This design comes from an exercise in tuning for small area on the open sky130 flow, not from production work.
RTL that was checked went through simulation tests only; none was proved equivalent to the original.
Power figures rest on the tool's default switching activity, not on a simulated workload.

// light_cycle_top
module light_cycle_top (
	input  wire       Clk,
	input  wire       rst,
	input  wire       step,
	input  wire       start,
	input  wire [1:0] blue_turn,
	input  wire [1:0] red_turn,
	output wire [7:0] blue_head,
	output wire [7:0] red_head,
	output wire [1:0] score_blue,
	output wire [1:0] score_red,
	output wire       round_over,
	output wire       blue_wins,
	output wire       red_wins,
	output wire       playing
);
Size: ~780 cells after synthesis, roughly 230 flip-flops, roughly 32 I/O pins, about 0.0078 mm2 of cells after synthesis.
==> module trail_collision, before the edit <==
module trail_collision (
	input  wire       Clk,
	input  wire       rst,
	input  wire       heads_step,
	input  wire [7:0] blue_head,
	input  wire [7:0] red_head,
	input  wire       round_reset,
	output reg        outcome,
	output reg        blue_crash,
	output reg        red_crash
);
	localparam [7:0] BLUE_START = 8'h82;
	localparam [7:0] RED_START = 8'h8D;
	reg        phase;
	reg        last_turn;
	wire       clear;
	reg        port_blue;
	reg        read_red;
	wire       write;
	wire [7:0] addr;
	wire       border;
	wire       meet;
	wire       zero;
	wire       hit;
	wire [13:0] row_sel_n;
	wire [13:0] row_n;
	wire [13:0] col_n;
	wire [13:0] row_found;
	assign clear = round_reset;
	assign write = phase && (heads_step || read_red || outcome || last_turn);
	assign border = (addr[7:4] == 4'd0) || (addr[7:4] == 4'd15) ||
	                (addr[3:0] == 4'd0) || (addr[3:0] == 4'd15);
	assign meet = (blue_head == red_head);
	wire [3:0] row_hi;
	wire [3:0] row_hi_write;
	wire [3:0] row_lo;
	wire [3:0] col_hi;
	wire [3:0] col_lo;
	genvar i;
	generate
		for (i = 0; i < 8; i = i + 1)
		begin : g_addr
			trail_addr_bit u_addr (
				.port_blue(port_blue),
				.blue(blue_head[i]),
				.red(red_head[i]),
				.addr(addr[i])
			);
		end
	endgenerate
	trail_predec u_row_hi (.bits(addr[7:6]), .clear(clear), .line(row_hi));
	trail_predec_en u_row_hi_write (.bits(addr[7:6]), .enable(write), .clear(clear), .line(row_hi_write));
	trail_predec u_row_lo (.bits(addr[5:4]), .clear(clear), .line(row_lo));
	trail_predec u_col_hi (.bits(addr[3:2]), .clear(clear), .line(col_hi));
	trail_predec u_col_lo (.bits(addr[1:0]), .clear(clear), .line(col_lo));
	generate
		for (i = 1; i < 15; i = i + 1)
		begin : g_line
			trail_line_n u_row_sel_n (
				.high(row_hi[i/4]),
				.low(row_lo[i%4]),
				.line_n(row_sel_n[i-1])
			);
			trail_line_n u_row_n (
				.high(row_hi_write[i/4]),
				.low(row_lo[i%4]),
				.line_n(row_n[i-1])
			);
			trail_line_n u_col_n (
				.high(col_hi[i/4]),
				.low(col_lo[i%4]),
				.line_n(col_n[i-1])
			);
		end
	endgenerate
	genvar r, c;
	generate
		for (r = 1; r < 15; r = r + 1)
		begin : g_row
			wire [13:0] q;
			for (c = 1; c < 15; c = c + 1)
			begin : g_col
				if (r*16+c == BLUE_START || r*16+c == RED_START)
				begin : g_start
					assign q[c-1] = !phase;
				end
				else
				begin : g_cell
					trail_cell u_cell (
						.Clk(Clk),
						.row_n(row_n[r-1]),
						.col_n(col_n[c-1]),
						.q(q[c-1])
					);
				end
			end
			trail_row_read u_read (
				.q(q),
				.col_n(col_n),
				.row_sel_n(row_sel_n[r-1]),
				.found(row_found[r-1])
			);
		end
	endgenerate
	assign zero = |row_found;
	trail_hit_pick u_hit (
		.zero(zero),
		.if_zero(border || meet || phase),
		.if_one(border || meet || !phase),
		.hit(hit)
	);
	always @(posedge Clk)
	begin
		phase <= !rst && (clear || !phase);
		last_turn <= outcome && !clear;
		port_blue <= !(heads_step || read_red);
		read_red <= heads_step && !rst;
		outcome <= read_red && !rst;
		red_crash <= hit;
		blue_crash <= red_crash;
	end
endmodule
Settings: LEC_CHECK=0, CAP_MARGIN=10, CORE_MARGIN=2, CORE_UTILIZATION=65, CTS_BUF_LIST=sky130_fd_sc_hd__clkbuf_4, CTS_CLUSTER_DIAMETER=40, CTS_CLUSTER_SIZE=10, GPL_TIMING_DRIVEN=0, SLEW_MARGIN=10, SYNTH_HIERARCHICAL=1; clock period 4.0 ns.
standard.sh (not shown) runs the stock make flow with config.mk's settings and CLKGATE_MAP_FILE= SYNTH_SCRIPT=/design/flow/synth_recipe.tcl, a recipe that flattens the netlist after the stock synthesis.
==> flow/flow/run.sh <==
#!/bin/bash
# Own layout flow: the standard flow (standard.sh, which runs the
# standard synthesis script) with
# - ABC mapping for a light load, so it picks small cells (placement
#   repair sizes up the ones that need it),
# - the smallest buffer on the ports,
# - ABC's buffers removed before placement,
# - clock tree synthesis without dummy loads.
# standard.sh's output goes to standard.log here; each ORFS step logs
# under orfs/logs.
set -euo pipefail
export BUFFER_PORTS_ARGS="-buffer_cell sky130_fd_sc_hd__buf_1"
export REMOVE_ABC_BUFFERS=1
export CTS_ARGS="-sink_clustering_enable -repair_clock_nets -dont_use_dummy_load -buf_list sky130_fd_sc_hd__clkbuf_4 -sink_clustering_size 10 -sink_clustering_max_diameter 40"
bash standard.sh ABC_LOAD_IN_FF=1 finish > standard.log 2>&1
Edit:
--- a/flow/design.v
+++ b/flow/design.v
@@ -247,11 +247,11 @@
 );
 	localparam [7:0] BLUE_START = 8'h82;
 	localparam [7:0] RED_START = 8'h8D;
 	reg        phase;
 	reg        last_turn;
-	wire       clear;
+	reg        clear;
 	reg        port_blue;
 	reg        read_red;
 	wire       write;
 	wire [7:0] addr;
 	wire       border;
@@ -260,11 +260,10 @@
 	wire       hit;
 	wire [13:0] row_sel_n;
 	wire [13:0] row_n;
 	wire [13:0] col_n;
 	wire [13:0] row_found;
-	assign clear = round_reset;
 	assign write = phase && (heads_step || read_red || outcome || last_turn);
 	assign border = (addr[7:4] == 4'd0) || (addr[7:4] == 4'd15) ||
 	                (addr[3:0] == 4'd0) || (addr[3:0] == 4'd15);
 	assign meet = (blue_head == red_head);
 	wire [3:0] row_hi;
@@ -346,11 +345,12 @@
 		.hit(hit)
 	);
 	always @(posedge Clk)
 	begin
 		phase <= !rst && (clear || !phase);
-		last_turn <= outcome && !clear;
+		last_turn <= outcome;
+		clear <= round_reset;
 		port_blue <= !(heads_step || read_red);
 		read_red <= heads_step && !rst;
 		outcome <= read_red && !rst;
 		red_crash <= hit;
 		blue_crash <= red_crash;
What happened:
- utilization fell by 1.9 points
- design area came out lower by 2.6%
- area after synthesis is about the same
- setup slack improved by 0.091 ns
- routed wire length came out lower by 14%
- power came out lower by 1.6%
Function not checked in the first run of this note: the RTL went through the layout flow alone.

-- port drivers added, routing unchanged --
The flow's constraints put no driver on any port. The routed layouts listed below were extracted and timed again, unchanged, in two steps.
Step 1, drivers: a clkbuf_16 drives Clk and a buf_2 each remaining input, both assumed.
Step 2 adds t to the input delays and takes it off the output delays; t is the mean of the earliest and latest rising clock arrival at the registers after step 1. Input paths then give back, and output paths get back, about the clock's delay inside the block.
a / b / c = no drivers / after step 1 / after step 2; a / b = the first two.
run	t (ns)	slack for setup (ns)	latest minus earliest clock arrival (ns)
the first run	0.676	0.121 / 0.121 / 0.121	0.075 / 0.075
the second run	0.653	0.212 / 0.212 / 0.212	0.055 / 0.055
After both steps setup and hold are still met in every run listed.
